This is an optimization exercise on Yosys and OpenROAD, whose aim is small area, a short achievable clock period and few clock cycles, not a production implementation.
The RTL was checked by simulation tests, not by an equivalence proof against the original design.
No activity file was given, so power comes from the tool's default toggle rates.

$ cat design/flow/design.v
package hough_pkg;
   localparam int IMG_DIM         = 10;    
   localparam int MAX_EDGES       = 32;    
   localparam int NUM_RAD_BINS    = 16;    
   localparam int MIN_RADIUS      = 1;
   localparam int MAX_RADIUS      = 6;
   localparam int X_VOTE_MIN      = 2;     
   localparam int Y_VOTE_MIN      = 1;
   localparam int DEFAULT_CENT_LO = 4;     
   localparam int DEFAULT_CENT_HI = 5;
   typedef logic [3:0] coord_t;       
   typedef logic [9:0] row_t;         
   typedef logic [9:0] cent_mask_t;   
   typedef logic [7:0] vote_t;        
   typedef logic [5:0] edge_cnt_t;    
   typedef logic [4:0] edge_idx_t;
   typedef logic [7:0] dist_sq_t;     
   typedef logic [3:0] radius_t;
   typedef logic [5:0] rad_cnt_t;
   typedef logic [7:0] rad_mask_t;    
   localparam coord_t LAST_COORD = coord_t'(IMG_DIM - 1);
   localparam logic [6*(MAX_RADIUS+1)-1:0] RAD_THRESH = {
      6'd13, 6'd12, 6'd10, 6'd8, 6'd4, 6'd4, 6'd0
   };
   typedef struct packed {
      coord_t x;   
      coord_t y;   
   } edge_pt_t;
   typedef struct packed {
      cent_mask_t x_mask;
      cent_mask_t y_mask;
   } cand_t;
   typedef struct packed {
      coord_t    x;
      coord_t    y;
      rad_mask_t rad_mask;
      logic      last;   
   } result_t;
   typedef enum logic [2:0] {
      LOAD, SCAN, PAIR_X, PAIR_Y, MASK, WAIT
   } voter_state_e;
   typedef enum logic [2:0] {
      IDLE, NEXT_CENT, FEED, DRAIN, JUDGE, EMIT
   } rad_state_e;
endpackage
`timescale 1ns/1ps
module radius_voter (
   input  logic [99:0] i_img,    
   input  logic [9:1]  i_u,      
   input  logic [9:1]  i_v,      
   output logic [6:1]  o_mask
);
   wire [9:1] u = i_u;
   wire [9:1] v = i_v;
   wire r1_t0 = i_img[1] & v[1];
   wire r1_t1 = i_img[9] & ~v[9];
   wire r1_t2 = i_img[10] & u[1];
   wire r1_t3 = i_img[11] & ((u[1] & v[1]));
   wire r1_t4 = i_img[19] & ((u[1] & ~v[9]));
   wire r1_t5 = i_img[90] & ~u[9];
   wire r1_t6 = i_img[91] & ((~u[9] & v[1]));
   wire r1_t7 = i_img[99] & ((~u[9] & ~v[9]));
   wire r1_s1 = r1_t0 ^ r1_t1 ^ r1_t2;
   wire r1_c2 = (r1_t0 & r1_t1) | (r1_t0 & r1_t2) | (r1_t1 & r1_t2);
   wire r1_s3 = r1_t3 ^ r1_t4 ^ r1_t5;
   wire r1_c4 = (r1_t3 & r1_t4) | (r1_t3 & r1_t5) | (r1_t4 & r1_t5);
   wire r1_s5 = r1_s1 ^ r1_s3 ^ r1_t6;
   wire r1_c6 = (r1_s1 & r1_s3) | (r1_s1 & r1_t6) | (r1_s3 & r1_t6);
   wire r1_s7 = r1_c6 ^ r1_c2 ^ r1_c4;
   wire r1_c8 = (r1_c6 & r1_c2) | (r1_c6 & r1_c4) | (r1_c2 & r1_c4);
   wire [3:0] r1_sum = {1'b0, r1_c8, r1_s7, r1_s5} + {1'b0, 1'b0, 1'b0, r1_t7};
   assign o_mask[1] = r1_sum >= 4'd4;
   wire r2_t0 = i_img[2] & v[2];
   wire r2_t1 = i_img[8] & ~v[8];
   wire r2_t2 = i_img[12] & ((u[1] & v[2]));
   wire r2_t3 = i_img[18] & ((u[1] & ~v[8]));
   wire r2_t4 = i_img[20] & u[2];
   wire r2_t5 = i_img[21] & ((u[2] & v[1]));
   wire r2_t6 = i_img[22] & ((u[2] & v[2]));
   wire r2_t7 = i_img[28] & ((u[2] & ~v[8]));
   wire r2_t8 = i_img[29] & ((u[2] & ~v[9]));
   wire r2_t9 = i_img[80] & ~u[8];
   wire r2_t10 = i_img[81] & ((~u[8] & v[1]));
   wire r2_t11 = i_img[82] & ((~u[8] & v[2]));
   wire r2_t12 = i_img[88] & ((~u[8] & ~v[8]));
   wire r2_t13 = i_img[89] & ((~u[8] & ~v[9]));
   wire r2_t14 = i_img[92] & ((~u[9] & v[2]));
   wire r2_t15 = i_img[98] & ((~u[9] & ~v[8]));
   wire r2_s1 = r2_t0 ^ r2_t1 ^ r2_t2;
   wire r2_c2 = (r2_t0 & r2_t1) | (r2_t0 & r2_t2) | (r2_t1 & r2_t2);
   wire r2_s3 = r2_t3 ^ r2_t4 ^ r2_t5;
   wire r2_c4 = (r2_t3 & r2_t4) | (r2_t3 & r2_t5) | (r2_t4 & r2_t5);
   wire r2_s5 = r2_t6 ^ r2_t7 ^ r2_t8;
   wire r2_c6 = (r2_t6 & r2_t7) | (r2_t6 & r2_t8) | (r2_t7 & r2_t8);
   wire r2_s7 = r2_t9 ^ r2_t10 ^ r2_t11;
   wire r2_c8 = (r2_t9 & r2_t10) | (r2_t9 & r2_t11) | (r2_t10 & r2_t11);
   wire r2_s9 = r2_t12 ^ r2_t13 ^ r2_t14;
   wire r2_c10 = (r2_t12 & r2_t13) | (r2_t12 & r2_t14) | (r2_t13 & r2_t14);
   wire r2_s11 = r2_s1 ^ r2_s3 ^ r2_s5;
   wire r2_c12 = (r2_s1 & r2_s3) | (r2_s1 & r2_s5) | (r2_s3 & r2_s5);
   wire r2_s13 = r2_s7 ^ r2_s9 ^ r2_t15;
   wire r2_c14 = (r2_s7 & r2_s9) | (r2_s7 & r2_t15) | (r2_s9 & r2_t15);
   wire r2_s15 = r2_c2 ^ r2_c4 ^ r2_c6;
   wire r2_c16 = (r2_c2 & r2_c4) | (r2_c2 & r2_c6) | (r2_c4 & r2_c6);
   wire r2_s17 = r2_c12 ^ r2_c14 ^ r2_s15;
   wire r2_c18 = (r2_c12 & r2_c14) | (r2_c12 & r2_s15) | (r2_c14 & r2_s15);
   wire r2_s19 = r2_s17 ^ r2_c8 ^ r2_c10;
   wire r2_c20 = (r2_s17 & r2_c8) | (r2_s17 & r2_c10) | (r2_c8 & r2_c10);
   wire r2_s21 = r2_c20 ^ r2_c18 ^ r2_c16;
   wire r2_c22 = (r2_c20 & r2_c18) | (r2_c20 & r2_c16) | (r2_c18 & r2_c16);
   wire [4:0] r2_sum = {1'b0, r2_c22, r2_s21, r2_s19, r2_s11} + {1'b0, 1'b0, 1'b0, 1'b0, r2_s13};
   assign o_mask[2] = r2_sum >= 5'd4;
   wire r3_t0 = i_img[3] & v[3];
   wire r3_t1 = i_img[7] & ~v[7];
   wire r3_t2 = i_img[13] & ((u[1] & v[3]));
   wire r3_t3 = i_img[17] & ((u[1] & ~v[7]));
   wire r3_t4 = i_img[23] & ((u[2] & v[3]));
   wire r3_t5 = i_img[27] & ((u[2] & ~v[7]));
   wire r3_t6 = i_img[30] & u[3];
   wire r3_t7 = i_img[31] & ((u[3] & v[1]));
   wire r3_t8 = i_img[32] & ((u[3] & v[2]));
   wire r3_t9 = i_img[38] & ((u[3] & ~v[8]));
   wire r3_t10 = i_img[39] & ((u[3] & ~v[9]));
   wire r3_t11 = i_img[70] & ~u[7];
   wire r3_t12 = i_img[71] & ((~u[7] & v[1]));
   wire r3_t13 = i_img[72] & ((~u[7] & v[2]));
   wire r3_t14 = i_img[78] & ((~u[7] & ~v[8]));
   wire r3_t15 = i_img[79] & ((~u[7] & ~v[9]));
   wire r3_t16 = i_img[83] & ((~u[8] & v[3]));
   wire r3_t17 = i_img[87] & ((~u[8] & ~v[7]));
   wire r3_t18 = i_img[93] & ((~u[9] & v[3]));
   wire r3_t19 = i_img[97] & ((~u[9] & ~v[7]));
   wire r3_s1 = r3_t0 ^ r3_t1 ^ r3_t2;
   wire r3_c2 = (r3_t0 & r3_t1) | (r3_t0 & r3_t2) | (r3_t1 & r3_t2);
   wire r3_s3 = r3_t3 ^ r3_t4 ^ r3_t5;
   wire r3_c4 = (r3_t3 & r3_t4) | (r3_t3 & r3_t5) | (r3_t4 & r3_t5);
   wire r3_s5 = r3_t6 ^ r3_t7 ^ r3_t8;
   wire r3_c6 = (r3_t6 & r3_t7) | (r3_t6 & r3_t8) | (r3_t7 & r3_t8);
   wire r3_s7 = r3_t9 ^ r3_t10 ^ r3_t11;
   wire r3_c8 = (r3_t9 & r3_t10) | (r3_t9 & r3_t11) | (r3_t10 & r3_t11);
   wire r3_s9 = r3_t12 ^ r3_t13 ^ r3_t14;
   wire r3_c10 = (r3_t12 & r3_t13) | (r3_t12 & r3_t14) | (r3_t13 & r3_t14);
   wire r3_s11 = r3_t15 ^ r3_t16 ^ r3_t17;
   wire r3_c12 = (r3_t15 & r3_t16) | (r3_t15 & r3_t17) | (r3_t16 & r3_t17);
   wire r3_s13 = r3_s1 ^ r3_s3 ^ r3_s5;
   wire r3_c14 = (r3_s1 & r3_s3) | (r3_s1 & r3_s5) | (r3_s3 & r3_s5);
   wire r3_s15 = r3_s7 ^ r3_s9 ^ r3_s11;
   wire r3_c16 = (r3_s7 & r3_s9) | (r3_s7 & r3_s11) | (r3_s9 & r3_s11);
   wire r3_s17 = r3_c2 ^ r3_c4 ^ r3_c6;
   wire r3_c18 = (r3_c2 & r3_c4) | (r3_c2 & r3_c6) | (r3_c4 & r3_c6);
   wire r3_s19 = r3_c8 ^ r3_c10 ^ r3_c12;
   wire r3_c20 = (r3_c8 & r3_c10) | (r3_c8 & r3_c12) | (r3_c10 & r3_c12);
   wire r3_s21 = r3_s13 ^ r3_s15 ^ r3_t18;
   wire r3_c22 = (r3_s13 & r3_s15) | (r3_s13 & r3_t18) | (r3_s15 & r3_t18);
   wire r3_s23 = r3_c14 ^ r3_c16 ^ r3_s17;
   wire r3_c24 = (r3_c14 & r3_c16) | (r3_c14 & r3_s17) | (r3_c16 & r3_s17);
   wire r3_s25 = r3_c22 ^ r3_s23 ^ r3_s19;
   wire r3_c26 = (r3_c22 & r3_s23) | (r3_c22 & r3_s19) | (r3_s23 & r3_s19);
   wire r3_s27 = r3_c24 ^ r3_c18 ^ r3_c20;
   wire r3_c28 = (r3_c24 & r3_c18) | (r3_c24 & r3_c20) | (r3_c18 & r3_c20);
   wire [4:0] r3_sum = {1'b0, r3_c28, r3_c26, r3_s25, r3_s21} + {1'b0, 1'b0, r3_s27, 1'b0, r3_t19};
   assign o_mask[3] = r3_sum >= 5'd8;
   wire r4_t0 = i_img[4] & v[4];
   wire r4_t1 = i_img[6] & ~v[6];
   wire r4_t2 = i_img[14] & ((u[1] & v[4]));
   wire r4_t3 = i_img[16] & ((u[1] & ~v[6]));
   wire r4_t4 = i_img[24] & ((u[2] & v[4]));
   wire r4_t5 = i_img[26] & ((u[2] & ~v[6]));
   wire r4_t6 = i_img[33] & ((u[3] & v[3]));
   wire r4_t7 = i_img[37] & ((u[3] & ~v[7]));
   wire r4_t8 = i_img[40] & u[4];
   wire r4_t9 = i_img[41] & ((u[4] & v[1]));
   wire r4_t10 = i_img[42] & ((u[4] & v[2]));
   wire r4_t11 = i_img[48] & ((u[4] & ~v[8]));
   wire r4_t12 = i_img[49] & ((u[4] & ~v[9]));
   wire r4_t13 = i_img[60] & ~u[6];
   wire r4_t14 = i_img[61] & ((~u[6] & v[1]));
   wire r4_t15 = i_img[62] & ((~u[6] & v[2]));
   wire r4_t16 = i_img[68] & ((~u[6] & ~v[8]));
   wire r4_t17 = i_img[69] & ((~u[6] & ~v[9]));
   wire r4_t18 = i_img[73] & ((~u[7] & v[3]));
   wire r4_t19 = i_img[77] & ((~u[7] & ~v[7]));
   wire r4_t20 = i_img[84] & ((~u[8] & v[4]));
   wire r4_t21 = i_img[86] & ((~u[8] & ~v[6]));
   wire r4_t22 = i_img[94] & ((~u[9] & v[4]));
   wire r4_t23 = i_img[96] & ((~u[9] & ~v[6]));
   wire r4_s1 = r4_t0 ^ r4_t1 ^ r4_t2;
   wire r4_c2 = (r4_t0 & r4_t1) | (r4_t0 & r4_t2) | (r4_t1 & r4_t2);
   wire r4_s3 = r4_t3 ^ r4_t4 ^ r4_t5;
   wire r4_c4 = (r4_t3 & r4_t4) | (r4_t3 & r4_t5) | (r4_t4 & r4_t5);
   wire r4_s5 = r4_t6 ^ r4_t7 ^ r4_t8;
   wire r4_c6 = (r4_t6 & r4_t7) | (r4_t6 & r4_t8) | (r4_t7 & r4_t8);
   wire r4_s7 = r4_t9 ^ r4_t10 ^ r4_t11;
   wire r4_c8 = (r4_t9 & r4_t10) | (r4_t9 & r4_t11) | (r4_t10 & r4_t11);
   wire r4_s9 = r4_t12 ^ r4_t13 ^ r4_t14;
   wire r4_c10 = (r4_t12 & r4_t13) | (r4_t12 & r4_t14) | (r4_t13 & r4_t14);
   wire r4_s11 = r4_t15 ^ r4_t16 ^ r4_t17;
   wire r4_c12 = (r4_t15 & r4_t16) | (r4_t15 & r4_t17) | (r4_t16 & r4_t17);
   wire r4_s13 = r4_t18 ^ r4_t19 ^ r4_t20;
   wire r4_c14 = (r4_t18 & r4_t19) | (r4_t18 & r4_t20) | (r4_t19 & r4_t20);
   wire r4_s15 = r4_t21 ^ r4_t22 ^ r4_t23;
   wire r4_c16 = (r4_t21 & r4_t22) | (r4_t21 & r4_t23) | (r4_t22 & r4_t23);
   wire r4_s17 = r4_s1 ^ r4_s3 ^ r4_s5;
   wire r4_c18 = (r4_s1 & r4_s3) | (r4_s1 & r4_s5) | (r4_s3 & r4_s5);
   wire r4_s19 = r4_s7 ^ r4_s9 ^ r4_s11;
   wire r4_c20 = (r4_s7 & r4_s9) | (r4_s7 & r4_s11) | (r4_s9 & r4_s11);
   wire r4_s21 = r4_c2 ^ r4_c4 ^ r4_c6;
   wire r4_c22 = (r4_c2 & r4_c4) | (r4_c2 & r4_c6) | (r4_c4 & r4_c6);
   wire r4_s23 = r4_c8 ^ r4_c10 ^ r4_c12;
   wire r4_c24 = (r4_c8 & r4_c10) | (r4_c8 & r4_c12) | (r4_c10 & r4_c12);
   wire r4_s25 = r4_s17 ^ r4_s19 ^ r4_s13;
   wire r4_c26 = (r4_s17 & r4_s19) | (r4_s17 & r4_s13) | (r4_s19 & r4_s13);
   wire r4_s27 = r4_c18 ^ r4_c20 ^ r4_s21;
   wire r4_c28 = (r4_c18 & r4_c20) | (r4_c18 & r4_s21) | (r4_c20 & r4_s21);
   wire r4_s29 = r4_s23 ^ r4_c14 ^ r4_c16;
   wire r4_c30 = (r4_s23 & r4_c14) | (r4_s23 & r4_c16) | (r4_c14 & r4_c16);
   wire r4_s31 = r4_c26 ^ r4_s27 ^ r4_s29;
   wire r4_c32 = (r4_c26 & r4_s27) | (r4_c26 & r4_s29) | (r4_s27 & r4_s29);
   wire r4_s33 = r4_c28 ^ r4_c30 ^ r4_c22;
   wire r4_c34 = (r4_c28 & r4_c30) | (r4_c28 & r4_c22) | (r4_c30 & r4_c22);
   wire r4_s35 = r4_c32 ^ r4_s33 ^ r4_c24;
   wire r4_c36 = (r4_c32 & r4_s33) | (r4_c32 & r4_c24) | (r4_s33 & r4_c24);
   wire [4:0] r4_sum = {1'b0, r4_c36, r4_s35, r4_s31, r4_s25} + {1'b0, r4_c34, 1'b0, 1'b0, r4_s15};
   assign o_mask[4] = r4_sum >= 5'd10;
   wire r5_t0 = i_img[5];
   wire r5_t1 = i_img[15] & u[1];
   wire r5_t2 = i_img[25] & u[2];
   wire r5_t3 = i_img[34] & ((u[3] & v[4]));
   wire r5_t4 = i_img[35] & u[3];
   wire r5_t5 = i_img[36] & ((u[3] & ~v[6]));
   wire r5_t6 = i_img[43] & ((u[4] & v[3]));
   wire r5_t7 = i_img[44] & ((u[4] & v[4]));
   wire r5_t8 = i_img[46] & ((u[4] & ~v[6]));
   wire r5_t9 = i_img[47] & ((u[4] & ~v[7]));
   wire r5_t10 = i_img[50];
   wire r5_t11 = i_img[51] & v[1];
   wire r5_t12 = i_img[52] & v[2];
   wire r5_t13 = i_img[53] & v[3];
   wire r5_t14 = i_img[57] & ~v[7];
   wire r5_t15 = i_img[58] & ~v[8];
   wire r5_t16 = i_img[59] & ~v[9];
   wire r5_t17 = i_img[63] & ((~u[6] & v[3]));
   wire r5_t18 = i_img[64] & ((~u[6] & v[4]));
   wire r5_t19 = i_img[66] & ((~u[6] & ~v[6]));
   wire r5_t20 = i_img[67] & ((~u[6] & ~v[7]));
   wire r5_t21 = i_img[74] & ((~u[7] & v[4]));
   wire r5_t22 = i_img[75] & ~u[7];
   wire r5_t23 = i_img[76] & ((~u[7] & ~v[6]));
   wire r5_t24 = i_img[85] & ~u[8];
   wire r5_t25 = i_img[95] & ~u[9];
   wire r5_s1 = r5_t0 ^ r5_t1 ^ r5_t2;
   wire r5_c2 = (r5_t0 & r5_t1) | (r5_t0 & r5_t2) | (r5_t1 & r5_t2);
   wire r5_s3 = r5_t3 ^ r5_t4 ^ r5_t5;
   wire r5_c4 = (r5_t3 & r5_t4) | (r5_t3 & r5_t5) | (r5_t4 & r5_t5);
   wire r5_s5 = r5_t6 ^ r5_t7 ^ r5_t8;
   wire r5_c6 = (r5_t6 & r5_t7) | (r5_t6 & r5_t8) | (r5_t7 & r5_t8);
   wire r5_s7 = r5_t9 ^ r5_t10 ^ r5_t11;
   wire r5_c8 = (r5_t9 & r5_t10) | (r5_t9 & r5_t11) | (r5_t10 & r5_t11);
   wire r5_s9 = r5_t12 ^ r5_t13 ^ r5_t14;
   wire r5_c10 = (r5_t12 & r5_t13) | (r5_t12 & r5_t14) | (r5_t13 & r5_t14);
   wire r5_s11 = r5_t15 ^ r5_t16 ^ r5_t17;
   wire r5_c12 = (r5_t15 & r5_t16) | (r5_t15 & r5_t17) | (r5_t16 & r5_t17);
   wire r5_s13 = r5_t18 ^ r5_t19 ^ r5_t20;
   wire r5_c14 = (r5_t18 & r5_t19) | (r5_t18 & r5_t20) | (r5_t19 & r5_t20);
   wire r5_s15 = r5_t21 ^ r5_t22 ^ r5_t23;
   wire r5_c16 = (r5_t21 & r5_t22) | (r5_t21 & r5_t23) | (r5_t22 & r5_t23);
   wire r5_s17 = r5_s1 ^ r5_s3 ^ r5_s5;
   wire r5_c18 = (r5_s1 & r5_s3) | (r5_s1 & r5_s5) | (r5_s3 & r5_s5);
   wire r5_s19 = r5_s7 ^ r5_s9 ^ r5_s11;
   wire r5_c20 = (r5_s7 & r5_s9) | (r5_s7 & r5_s11) | (r5_s9 & r5_s11);
   wire r5_s21 = r5_s13 ^ r5_s15 ^ r5_t24;
   wire r5_c22 = (r5_s13 & r5_s15) | (r5_s13 & r5_t24) | (r5_s15 & r5_t24);
   wire r5_s23 = r5_c2 ^ r5_c4 ^ r5_c6;
   wire r5_c24 = (r5_c2 & r5_c4) | (r5_c2 & r5_c6) | (r5_c4 & r5_c6);
   wire r5_s25 = r5_c8 ^ r5_c10 ^ r5_c12;
   wire r5_c26 = (r5_c8 & r5_c10) | (r5_c8 & r5_c12) | (r5_c10 & r5_c12);
   wire r5_s27 = r5_s17 ^ r5_s19 ^ r5_s21;
   wire r5_c28 = (r5_s17 & r5_s19) | (r5_s17 & r5_s21) | (r5_s19 & r5_s21);
   wire r5_s29 = r5_c18 ^ r5_c20 ^ r5_c22;
   wire r5_c30 = (r5_c18 & r5_c20) | (r5_c18 & r5_c22) | (r5_c20 & r5_c22);
   wire r5_s31 = r5_s23 ^ r5_s25 ^ r5_c14;
   wire r5_c32 = (r5_s23 & r5_s25) | (r5_s23 & r5_c14) | (r5_s25 & r5_c14);
   wire r5_s33 = r5_c28 ^ r5_s29 ^ r5_s31;
   wire r5_c34 = (r5_c28 & r5_s29) | (r5_c28 & r5_s31) | (r5_s29 & r5_s31);
   wire r5_s35 = r5_c30 ^ r5_c32 ^ r5_c24;
   wire r5_c36 = (r5_c30 & r5_c32) | (r5_c30 & r5_c24) | (r5_c32 & r5_c24);
   wire r5_s37 = r5_c34 ^ r5_s35 ^ r5_c26;
   wire r5_c38 = (r5_c34 & r5_s35) | (r5_c34 & r5_c26) | (r5_s35 & r5_c26);
   wire [4:0] r5_sum = {1'b0, r5_c38, r5_s37, r5_s33, r5_s27} + {1'b0, r5_c36, 1'b0, r5_c16, r5_t25};
   assign o_mask[5] = r5_sum >= 5'd12;
   wire r6_t0 = i_img[4] & ~v[4];
   wire r6_t1 = i_img[6] & v[6];
   wire r6_t2 = i_img[14] & ((u[1] & ~v[4]));
   wire r6_t3 = i_img[16] & ((u[1] & v[6]));
   wire r6_t4 = i_img[24] & ((u[2] & ~v[4]));
   wire r6_t5 = i_img[26] & ((u[2] & v[6]));
   wire r6_t6 = i_img[34] & ((u[3] & ~v[4]));
   wire r6_t7 = i_img[36] & ((u[3] & v[6]));
   wire r6_t8 = i_img[40] & ~u[4];
   wire r6_t9 = i_img[41] & ((~u[4] & v[1]));
   wire r6_t10 = i_img[42] & ((~u[4] & v[2]));
   wire r6_t11 = i_img[43] & ((~u[4] & v[3]));
   wire r6_t12 = i_img[45] & u[4];
   wire r6_t13 = i_img[47] & ((~u[4] & ~v[7]));
   wire r6_t14 = i_img[48] & ((~u[4] & ~v[8]));
   wire r6_t15 = i_img[49] & ((~u[4] & ~v[9]));
   wire r6_t16 = i_img[54] & v[4];
   wire r6_t17 = i_img[56] & ~v[6];
   wire r6_t18 = i_img[60] & u[6];
   wire r6_t19 = i_img[61] & ((u[6] & v[1]));
   wire r6_t20 = i_img[62] & ((u[6] & v[2]));
   wire r6_t21 = i_img[63] & ((u[6] & v[3]));
   wire r6_t22 = i_img[65] & ~u[6];
   wire r6_t23 = i_img[67] & ((u[6] & ~v[7]));
   wire r6_t24 = i_img[68] & ((u[6] & ~v[8]));
   wire r6_t25 = i_img[69] & ((u[6] & ~v[9]));
   wire r6_t26 = i_img[74] & ((~u[7] & ~v[4]));
   wire r6_t27 = i_img[76] & ((~u[7] & v[6]));
   wire r6_t28 = i_img[84] & ((~u[8] & ~v[4]));
   wire r6_t29 = i_img[86] & ((~u[8] & v[6]));
   wire r6_t30 = i_img[94] & ((~u[9] & ~v[4]));
   wire r6_t31 = i_img[96] & ((~u[9] & v[6]));
   wire r6_s1 = r6_t0 ^ r6_t1 ^ r6_t2;
   wire r6_c2 = (r6_t0 & r6_t1) | (r6_t0 & r6_t2) | (r6_t1 & r6_t2);
   wire r6_s3 = r6_t3 ^ r6_t4 ^ r6_t5;
   wire r6_c4 = (r6_t3 & r6_t4) | (r6_t3 & r6_t5) | (r6_t4 & r6_t5);
   wire r6_s5 = r6_t6 ^ r6_t7 ^ r6_t8;
   wire r6_c6 = (r6_t6 & r6_t7) | (r6_t6 & r6_t8) | (r6_t7 & r6_t8);
   wire r6_s7 = r6_t9 ^ r6_t10 ^ r6_t11;
   wire r6_c8 = (r6_t9 & r6_t10) | (r6_t9 & r6_t11) | (r6_t10 & r6_t11);
   wire r6_s9 = r6_t12 ^ r6_t13 ^ r6_t14;
   wire r6_c10 = (r6_t12 & r6_t13) | (r6_t12 & r6_t14) | (r6_t13 & r6_t14);
   wire r6_s11 = r6_t15 ^ r6_t16 ^ r6_t17;
   wire r6_c12 = (r6_t15 & r6_t16) | (r6_t15 & r6_t17) | (r6_t16 & r6_t17);
   wire r6_s13 = r6_t18 ^ r6_t19 ^ r6_t20;
   wire r6_c14 = (r6_t18 & r6_t19) | (r6_t18 & r6_t20) | (r6_t19 & r6_t20);
   wire r6_s15 = r6_t21 ^ r6_t22 ^ r6_t23;
   wire r6_c16 = (r6_t21 & r6_t22) | (r6_t21 & r6_t23) | (r6_t22 & r6_t23);
   wire r6_s17 = r6_t24 ^ r6_t25 ^ r6_t26;
   wire r6_c18 = (r6_t24 & r6_t25) | (r6_t24 & r6_t26) | (r6_t25 & r6_t26);
   wire r6_s19 = r6_t27 ^ r6_t28 ^ r6_t29;
   wire r6_c20 = (r6_t27 & r6_t28) | (r6_t27 & r6_t29) | (r6_t28 & r6_t29);
   wire r6_s21 = r6_s1 ^ r6_s3 ^ r6_s5;
   wire r6_c22 = (r6_s1 & r6_s3) | (r6_s1 & r6_s5) | (r6_s3 & r6_s5);
   wire r6_s23 = r6_s7 ^ r6_s9 ^ r6_s11;
   wire r6_c24 = (r6_s7 & r6_s9) | (r6_s7 & r6_s11) | (r6_s9 & r6_s11);
   wire r6_s25 = r6_s13 ^ r6_s15 ^ r6_s17;
   wire r6_c26 = (r6_s13 & r6_s15) | (r6_s13 & r6_s17) | (r6_s15 & r6_s17);
   wire r6_s27 = r6_s19 ^ r6_t30 ^ r6_t31;
   wire r6_c28 = (r6_s19 & r6_t30) | (r6_s19 & r6_t31) | (r6_t30 & r6_t31);
   wire r6_s29 = r6_c2 ^ r6_c4 ^ r6_c6;
   wire r6_c30 = (r6_c2 & r6_c4) | (r6_c2 & r6_c6) | (r6_c4 & r6_c6);
   wire r6_s31 = r6_c8 ^ r6_c10 ^ r6_c12;
   wire r6_c32 = (r6_c8 & r6_c10) | (r6_c8 & r6_c12) | (r6_c10 & r6_c12);
   wire r6_s33 = r6_c14 ^ r6_c16 ^ r6_c18;
   wire r6_c34 = (r6_c14 & r6_c16) | (r6_c14 & r6_c18) | (r6_c16 & r6_c18);
   wire r6_s35 = r6_s21 ^ r6_s23 ^ r6_s25;
   wire r6_c36 = (r6_s21 & r6_s23) | (r6_s21 & r6_s25) | (r6_s23 & r6_s25);
   wire r6_s37 = r6_c22 ^ r6_c24 ^ r6_c26;
   wire r6_c38 = (r6_c22 & r6_c24) | (r6_c22 & r6_c26) | (r6_c24 & r6_c26);
   wire r6_s39 = r6_c28 ^ r6_s29 ^ r6_s31;
   wire r6_c40 = (r6_c28 & r6_s29) | (r6_c28 & r6_s31) | (r6_s29 & r6_s31);
   wire r6_s41 = r6_c30 ^ r6_c32 ^ r6_c34;
   wire r6_c42 = (r6_c30 & r6_c32) | (r6_c30 & r6_c34) | (r6_c32 & r6_c34);
   wire r6_s43 = r6_c36 ^ r6_s37 ^ r6_s39;
   wire r6_c44 = (r6_c36 & r6_s37) | (r6_c36 & r6_s39) | (r6_s37 & r6_s39);
   wire r6_s45 = r6_c38 ^ r6_c40 ^ r6_s41;
   wire r6_c46 = (r6_c38 & r6_c40) | (r6_c38 & r6_s41) | (r6_c40 & r6_s41);
   wire r6_s47 = r6_s43 ^ r6_s33 ^ r6_c20;
   wire r6_c48 = (r6_s43 & r6_s33) | (r6_s43 & r6_c20) | (r6_s33 & r6_c20);
   wire r6_s49 = r6_c48 ^ r6_c44 ^ r6_s45;
   wire r6_c50 = (r6_c48 & r6_c44) | (r6_c48 & r6_s45) | (r6_c44 & r6_s45);
   wire r6_s51 = r6_c50 ^ r6_c46 ^ r6_c42;
   wire r6_c52 = (r6_c50 & r6_c46) | (r6_c50 & r6_c42) | (r6_c46 & r6_c42);
   wire [5:0] r6_sum = {1'b0, r6_c52, r6_s51, r6_s49, r6_s47, r6_s35} + {1'b0, 1'b0, 1'b0, 1'b0, 1'b0, r6_s27};
   assign o_mask[6] = r6_sum >= 6'd13;
endmodule
`timescale 1ns/1ps
module hough_top (
   input  logic                clk,
   input  logic                i_rst_n,
   input  logic                i_row_valid,
   input  hough_pkg::row_t     i_row,
   output logic                o_row_ready,
   output logic                o_res_valid,
   output hough_pkg::result_t  o_res,
   input  logic                i_res_ready
);
   logic [9:0] a_q [10];      
   logic [3:0] rcnt_q;        
   logic       afull_q;       
   logic       vld1_q;        
   logic [3:0] vrow_q;        
   logic       bvalid_q;      
   logic       take;
   logic       xfer;
   assign o_row_ready = !afull_q || !bvalid_q;
   assign take        = i_row_valid && o_row_ready;
   assign xfer        = afull_q && !bvalid_q;
   always_ff @(posedge clk or negedge i_rst_n) begin
      if (!i_rst_n) begin
         rcnt_q  <= '0;
         afull_q <= 1'b0;
         vld1_q  <= 1'b0;
      end else begin
         vld1_q <= take;
         if (xfer) begin
            rcnt_q  <= take ? 4'd1 : 4'd0;
            afull_q <= 1'b0;
         end else if (take) begin
            rcnt_q  <= rcnt_q + 4'd1;
            afull_q <= (rcnt_q == 4'd9);
         end
      end
   end
   always_ff @(posedge clk) begin
      if (take) begin
         vrow_q <= xfer ? 4'd0 : rcnt_q;
         for (int i = 0; i < 9; i++) a_q[i] <= a_q[i+1];
         a_q[9] <= i_row;
      end
   end
   logic [1:0] xv_q [10];     
   logic [1:0] yv_q [1:9];    
   logic [1:0] xinc [10];
   logic [1:0] yinc [1:5];
   logic       first;
   function automatic logic ge2(input logic [9:0] m);
      logic seen;
      ge2  = 1'b0;
      seen = 1'b0;
      for (int k = 0; k < 10; k++) begin
         ge2  = ge2 | (seen & m[k]);
         seen = seen | m[k];
      end
   endfunction
   assign first = (vrow_q == 4'd0);
   logic [3:0] xn;
   always_comb begin
      for (int c = 0; c < 10; c++) begin
         xn = '0;
         for (int a = 0; a < 9; a++)
            for (int b = a + 1; b < 10; b++)
               if (((a + b) >> 1) == c) xn = xn + {3'd0, a_q[9][a] & a_q[9][b]};
         xinc[c] = (xn > 4'd3) ? 2'd3 : xn[1:0];
      end
   end
   logic [9:0] m1, m2;
   logic       any1, any2;
   always_comb begin
      for (int e = 1; e <= 5; e++) begin
         m1   = (vrow_q >= 4'(2*e-1)) ? (a_q[9] & a_q[9-(2*e-1)]) : 10'd0;
         m2   = (e < 5 && vrow_q >= 4'(2*e)) ? (a_q[9] & a_q[(9-2*e) < 0 ? 0 : 9-2*e]) : 10'd0;
         any1 = |m1;
         any2 = |m2;
         yinc[e] = (ge2(m1) || ge2(m2) || (any1 && any2)) ? 2'd2 : {1'b0, any1 | any2};
      end
   end
   logic [1:0] xv_n [10];
   logic [1:0] yv_n [1:9];
   logic [2:0] vs;
   always_comb begin
      for (int c = 0; c < 10; c++) begin
         vs      = (first ? 3'd0 : {1'b0, xv_q[c]}) + {1'b0, xinc[c]};
         xv_n[c] = (vs > 3'd3) ? 2'd3 : vs[1:0];
      end
      for (int e = 1; e <= 9; e++) begin
         if (first || e == 1) vs = 3'd0;
         else                 vs = {1'b0, yv_q[e-1]};
         if (e <= 5) vs = vs + {1'b0, yinc[e]};
         yv_n[e] = (vs > 3'd2) ? 2'd2 : vs[1:0];
      end
   end
   always_ff @(posedge clk) begin
      if (vld1_q) begin
         for (int c = 0; c < 10; c++) xv_q[c] <= xv_n[c];
         for (int e = 1; e <= 9; e++)  yv_q[e] <= yv_n[e];
      end
   end
   logic [5:0] pcnt_q;        
   logic [3:0] prow_q;        
   logic [9:0] pcol_q;        
   logic [5:0] pcnt_n;
   logic [3:0] prow_n;
   logic [9:0] pcol_n;
   logic [5:0] pbefore;
   logic [5:0] proom;
   logic [3:0] pre;
   logic [5:0] pafter;
   logic       pcross;
   logic [9:0] kc;
   always_comb begin
      pbefore = first ? 6'd0 : pcnt_q;
      proom   = 6'd32 - pbefore;
      pre    = '0;
      for (int j = 0; j < 10; j++) begin
         pre   = pre + {3'd0, a_q[9][j]};
         kc[j] = {2'd0, pre} <= proom;
      end
      pafter  = pbefore + {2'd0, pre};
      pcross  = (pbefore < 6'd32) && (pafter >= 6'd32);
      pcnt_n = pcnt_q;
      prow_n = prow_q;
      pcol_n = pcol_q;
      if (vld1_q) begin
         pcnt_n = pcross ? 6'd32 : (pafter > 6'd32 ? 6'd32 : pafter);
         if (first) prow_n = 4'd15;
         if (pcross) begin
            prow_n = vrow_q;
            pcol_n = kc;
         end
      end
   end
   always_ff @(posedge clk) begin
      pcnt_q <= pcnt_n;
      prow_q <= prow_n;
      pcol_q <= pcol_n;
   end
   logic [9:0] b_q [10];
   logic       mpend_q;       
   logic       bmv_q;         
   logic       used_q;        
   logic [9:0] bxm_q;         
   logic [9:0] bym_q;         
   logic [3:0] bcx_q;
   logic [3:0] bcy_q;
   logic [9:0] xm_c;
   logic [9:0] ym_c;
   logic       xstep;
   logic       ystep;
   logic       bready;
   logic       sload;
   always_comb begin
      for (int c = 0; c < 10; c++) xm_c[c] = (xv_q[c] == 2'd3);
      for (int c = 0; c < 9; c++)  ym_c[c] = (yv_q[9-c] == 2'd2);
      ym_c[9] = 1'b0;
      if (xm_c == '0) xm_c = 10'h030;
      if (ym_c == '0) ym_c = 10'h030;
   end
   assign xstep  = bvalid_q && bmv_q && (!bxm_q[0] || used_q);
   assign ystep  = bvalid_q && bmv_q && !bym_q[0];
   assign bready = bvalid_q && bmv_q && bxm_q[0] && bym_q[0] && !used_q;
   always_ff @(posedge clk or negedge i_rst_n) begin
      if (!i_rst_n) begin
         bvalid_q <= 1'b0;
         mpend_q  <= 1'b0;
         bmv_q    <= 1'b0;
         used_q   <= 1'b0;
      end else begin
         mpend_q <= xfer;
         if (xfer) begin
            bvalid_q <= 1'b1;
            bmv_q    <= 1'b0;
            used_q   <= 1'b0;
         end else begin
            if (mpend_q) bmv_q <= 1'b1;
            if (sload) begin
               if (bxm_q[9:1] == '0) bvalid_q <= 1'b0;
               else                  used_q   <= 1'b1;
            end else if (xstep) begin
               used_q <= 1'b0;
            end
         end
      end
   end
   always_ff @(posedge clk) begin
      if (xfer) begin
         bcx_q <= '0;
         bcy_q <= '0;
         for (int i = 0; i < 10; i++)
            for (int j = 0; j < 10; j++)
               b_q[i][j] <= a_q[i][j] &
                            ((4'(i) < prow_n) || ((4'(i) == prow_n) && pcol_n[j]));
      end else begin
         if (mpend_q) begin
            bxm_q <= xm_c;
            bym_q <= ym_c;
         end
         if (xstep) begin
            bcx_q <= bcx_q + 4'd1;
            bxm_q <= bxm_q >> 1;
         end
         if (ystep) begin
            bcy_q <= bcy_q + 4'd1;
            bym_q <= bym_q >> 1;
         end
         if (xstep || ystep)
            for (int i = 0; i < 10; i++)
               for (int j = 0; j < 10; j++)
                  b_q[i][j] <= b_q[(i + (ystep ? 1 : 0)) % 10][(j + (xstep ? 1 : 0)) % 10];
      end
   end
   logic [9:0] s_q [10];
   logic       svalid_q;
   logic [9:0] sym_q;         
   logic [3:0] scx_q;
   logic [3:0] scy_q;
   logic       slastx_q;      
   logic       sfinal;
   logic       stall;
   logic       adv;
   logic [99:0] s_flat;
   logic [9:1] u;
   logic [9:1] v;
   logic [6:1] rmask;
   assign stall  = o_res_valid && !i_res_ready;
   assign adv    = !stall;
   assign sfinal = (sym_q[9:1] == '0);
   assign sload  = bready && (!svalid_q || (sfinal && adv));
   always_ff @(posedge clk or negedge i_rst_n) begin
      if (!i_rst_n) begin
         svalid_q <= 1'b0;
      end else begin
         if (sload)                       svalid_q <= 1'b1;
         else if (svalid_q && adv && sfinal) svalid_q <= 1'b0;
      end
   end
   always_ff @(posedge clk) begin
      if (sload) begin
         for (int i = 0; i < 10; i++) s_q[i] <= b_q[i];
         sym_q    <= bym_q;
         scx_q    <= bcx_q;
         scy_q    <= bcy_q;
         slastx_q <= (bxm_q[9:1] == '0);
      end else if (svalid_q && adv) begin
         for (int i = 0; i < 10; i++) s_q[i] <= s_q[(i + 1) % 10];
         sym_q <= sym_q >> 1;
         scy_q <= scy_q + 4'd1;
      end
   end
   always_comb begin
      for (int i = 0; i < 10; i++)
         for (int j = 0; j < 10; j++) s_flat[10*i + j] = s_q[i][j];
      for (int k = 1; k < 10; k++) begin
         u[k] = ({1'b0, scy_q} + 5'(k)) <= 5'd9;
         v[k] = ({1'b0, scx_q} + 5'(k)) <= 5'd9;
      end
   end
   radius_voter u_judge (
      .i_img  (s_flat),
      .i_u    (u),
      .i_v    (v),
      .o_mask (rmask)
   );
   always_ff @(posedge clk or negedge i_rst_n) begin
      if (!i_rst_n) o_res_valid <= 1'b0;
      else if (adv) o_res_valid <= svalid_q && sym_q[0];
   end
   always_ff @(posedge clk) begin
      if (adv) begin
         o_res.x        <= scx_q;
         o_res.y        <= scy_q;
         o_res.rad_mask <= {1'b0, rmask, 1'b0};
         o_res.last     <= slastx_q && sfinal;
      end
   end
endmodule
$ cat design/flow/run.sh
#!/bin/bash
# synth_recipe.tcl (not shown) runs the flow's synth.tcl, then flattens the netlist and writes it again
# the make line also repeats each setting of config.mk as NAME=value (left out here)
make -C /OpenROAD-flow-scripts/flow DESIGN_CONFIG=/design/flow/config.mk WORK_HOME=/design/flow/orfs CLKGATE_MAP_FILE= SYNTH_SCRIPT=/design/flow/synth_recipe.tcl finish
$ cat design/flow/config.mk
export PLATFORM = sky130hd
export DESIGN_NAME = hough_top
export DESIGN_NICKNAME = hough_top
export VERILOG_FILES = /design/flow/design.v
export SDC_FILE = /design/flow/constraint.sdc
export NUM_CORES = 4
export LEC_CHECK = 0
export CAP_MARGIN = 20
export CORE_MARGIN = 2
export CORE_UTILIZATION = 40
export SLEW_MARGIN = 20
$ cat design/flow/constraint.sdc
create_clock -name core_clock -period 8.0 [get_ports {clk}]
set_input_delay 1.6000 -clock core_clock [delete_from_list [all_inputs] [get_ports {clk}]]
set_output_delay 1.6000 -clock core_clock [all_outputs]
set_load 0.01 [all_outputs]
==> reports/qor.csv <==
stage,metric,value,unit
detailed_routing,vias,19948,
sta,worst hold margin,0.4559,ns
cts,clock tree buffer depth,3,
detailed_routing,Vias/cell,5.949,
floorplanning,Core Area,0.06835,mm2
cts,CTS Buf Count,51,
final_layout,nets@finish,2695,
synth,"FFs w/ async S/R, synth",2.765,%
cts,Worst-path clk slew,0.05,ns
synth,"Avg Cell Area, Syn",11.34,um2
cts,"Clk Latency, worst-skew pair",0.60,ns
critical_path,Crit path required time,8.34,ns
placed_design,Post-DP Area,0.02880,mm2
cts,clock sink total,434,
cts,CTS root buffer,clkbuf_16,
pwr,sequential share of power,38.8,%
detailed_routing,DR iter-0 viols,2167,
sta,Tcrit/Tclk final,91.53,%
pwr,P_int,4.888,mW
final_layout,Antenna Cells,0,
pwr,Tot Pwr,7.025,mW
global_routing,first-pass GRT wire length,122500,um
sta,min setup slack post-route,0.6776,ns
critical_path,Crit Path Max Fanout,14,
synth,Post-synth EDFFs,400,
global_routing,largest net degree at the start of global routing,103,
synth,"Distinct cells, synth",82,
detailed_routing,Routed wire per std cell,24.34,um
placed_design,worst slack at placement,0.7648,ns
pwr,Clock Power Share,33.8,%
final_layout,Filler cells,6302,
cts,CTS Hold Buffers Added,0,
synth,Syn Std Cell Area,0.02752,mm2
flow_run,max_cap viols,0,
global_routing,vias in the first global route,19862,
pwr,Lkg Pwr,11.32,nW
final_layout,layout cell share with drive strength beyond 1,13.76,%
placed_design,Post-DP HPWL,59870,um
final_layout,final instance area,0.03049,mm2
sta,final setup fails,0,
sta,final hold viol count,0,
final_layout,Syn-to-layout area delta,10.78,%
synth,most frequent cells after synthesis,"edfxtp_1 (400), nand2_1 (257), inv_1 (184)",
synth,cell count after synthesis,2427,
critical_path,"Slowest-stage cell, CP",nor2_1,
placed_design,placed instance count,3260,
cts,Resize count post-CTS,0,
sta,Max Fclk,136.6,MHz
critical_path,"Worst Path Class, Setup",flip-flop to flip-flop,
floorplanning,DIE WIDTH,266.3,um
synth,Syn. warnings,10,
detailed_routing,DRT Pass-1 Iters,7,
critical_path,Worst EP arrival,7.67,ns
placed_design,gpl congestion,0.9249,
floorplanning,Initial Util,40.27,%
synth,Main synth FF type,edfxtp_1,
placed_design,I/O Buffers,30,
pwr,Power per Cell Area,230.4,mW/mm2
run_status,status,no timing/DRC/antenna violations,
pwr,switching part of the total,30.42,%
synth,most numerous cell in the Yosys netlist,edfxtp_1,
cts,H-tree Lvls,2,
pwr,Max VDD drop,0.3287,mV
sta,minimum clock period,7.322,ns
sta,RSZ-0062 raised after global routing,no,
final_layout,Final Util,44.61,%
detailed_routing,drc violations,0,
sta,final max-slew violation count,0,
floorplanning,Die Y,266.3,um
detailed_routing,drt total wl,81600,um
detailed_routing,ANT nets after route,0,
critical_path,crit-path max cell delay,0.58,ns
synth,Seq cells post-synth,434,
sta,worst-margin pin slew,1.249,ns
critical_path,sequence of cells on the critical path,fa_1 -> ha_1 -> fa_1 -> ha_1 -> ha_1 -> ha_1 -> ha_1 -> ha_1 -> a21oi_1 -> a31oi_1 -> xor2_1 -> ha_1 -> a21oi_2 -> o32a_1 -> a21boi_2 -> o22ai_2 -> inv_2 -> nor2_1 -> nor2_1 -> a31o_2,
cts,post-CTS setup buffer count,0,
sta,Slew Limit Headroom,16.19,%
synth,post-synth top area cell,edfxtp_1,
critical_path,cell mode on critical path,ha_1,
global_routing,GR Util All Layers,22.89,%
synth,"Seq/Total Area, Yosys",46.33,%
cts,CTS tree,built,
floorplanning,I/O pin cnt,33,
worst_hold_path,min-delay worst type,flip-flop to flip-flop,
critical_path,startpoint types,flip-flop,
synth,synth top area cells,"edfxtp_1 (44%), fa_1 (9.3%), ha_1 (5.5%)",
final_layout,fin cells,3353,
global_routing,initial antenna violation count,4,
floorplanning,die area,0.07092,mm2
pwr,combinational fraction of design power,27.5,%
floorplanning,row cnt,96,
critical_path,crit end category,flip-flop,
pwr,P_sw,2.137,mW
sta,setup_tns,0,ns
sta,Worst Skew,0.01886,ns
global_routing,gr ovfl total,0,
synth,share of the synthesized area in the top cell type,43.64,%
==> per-layer routing <==
metal	part of all wire (%)	global-route usage [%]	up-vias
li1	-	-	8887
met1	43	31.41	10064
met2	46	36.65	840
met3	7.4	3.623	155
met4	3.6	8.442	2
met5	0.018	0	-
==> layout make-up <==
| type | instances | area (um2) | area share (%) |
|---|---|---|---|
| Timing Repair Buffer | 73 | 623.1 | 2.044 |
| Clock buffer | 62 | 1360 | 4.461 |
| Multi-Input combinational cell | 1683 | 13640 | 44.74 |
| Clock inverter | 31 | 302.8 | 0.9931 |
| Tap cell | 882 | 1104 | 3.619 |
| Inverter | 188 | 705.7 | 2.314 |
| Sequential cell | 434 | 12750 | 41.83 |
==> logic make-up after synthesis <==
group	count (synthesis)	share of synthesized area, %
compound gates	509	12.70
xor+xnor	38	1.264
fa+ha+maj	258	15.15
buf+inv	311	4.400
flops	434	46.33
mux	216	8.351
other cells	1	0.01362
simple gates	660	11.80
==> power by group through the flow <==
stage	Clock [mW]	Sequential [mW]	Combinational, mW
after floorplan	0	2.74	1.48
after global placement	0	2.77	1.86
after detailed placement	0	2.77	1.98
after CTS	2.40	2.72	1.98
after global routing	2.49	2.73	2.25
final	2.37	2.72	1.93
==> sequential cells by signal, summed over array words and instances (netlist names), 4 cells and up <==
name and cells:
s_q 100, scx_q 4, b_q 100, sym_q 9
prow_q 4, bym_q 9, o_res 15, xv_q 20
bxm_q 10, yv_q 18, rcnt_q 4, a_q 100
scy_q 4, bcx_q 4, bcy_q 4, pcnt_q 6
pcol_q 10, vrow_q 4
==> layout by cell type, fill, tap and decap left out, types with 76 or more instances in the layout <==
master and n:
o22ai_1 95, inv_1 184, nand2_1 256, nand3_1 78, edfxtp_1 400, mux2_2 109
ha_1 122, fa_1 128, o21ai_0 85, mux2i_1 107, and2_1 76
==> critical path: cells and delay by family, from the launching register on <==
kind,cells,cell delay (ns)
flip-flops,1,0.44
AO/OA/AOI/OAI,7,1.88
XOR/XNOR,1,0.27
AND/OR/NAND/NOR,2,0.81
buffers and inverters,1,0.28
adder cells (fa/ha/maj),9,3.39
==> final timing paths <==
| kind | start | to | slack, ns | cells after the start |
|---|---|---|---|---|
| min reg2reg | sym_q[0] | o_res_valid | 0.46 | 2 |
| max | a_q[9][0] | b_q[2][8] | 0.68 | 20 |
| max in group asynchronous | i_rst_n | vld1_q | 6.22 | 1 |
| min | sym_q[0] | o_res_valid | 0.46 | 2 |
| min in group asynchronous | i_rst_n | rcnt_q[1] | 1.37 | 1 |
| max reg2reg | a_q[9][0] | b_q[2][8] | 0.68 | 20 |
Testbench counts, summed over its fixed seeds: cycles 2,855.

-- separate check: timing with driven ports --
Ports are ideal in the flow. The routed layout listed here was re-timed in OpenROAD.
Step 1 (the two cells are an assumption about what drives the block):
set clk [get_ports {clk}]
set_driving_cell -lib_cell sky130_fd_sc_hd__clkbuf_16 $clk
set_driving_cell -lib_cell sky130_fd_sc_hd__buf_2 [delete_from_list [all_inputs] $clk]
Step 2 moves the port delays by t, midway between the first and last clock arrival at a register: inputs arrive t later, outputs are due t later. That takes back most of the time a late clock gives input paths.
Slacks: no drivers / after step 1 / after step 2; pairs: no drivers / after step 1.
t (ns): 0.653
setup WS [ns]: 0.678 / 0.678 / 0.678
slew at the worst register clock pin (ns): 0.07 / 0.07
pins driven straight from the clock port: 1
After both steps setup and hold are still met in this run. The setup slack of this run moves by 0.000 ns with the drivers and by 0.000 ns with both steps.
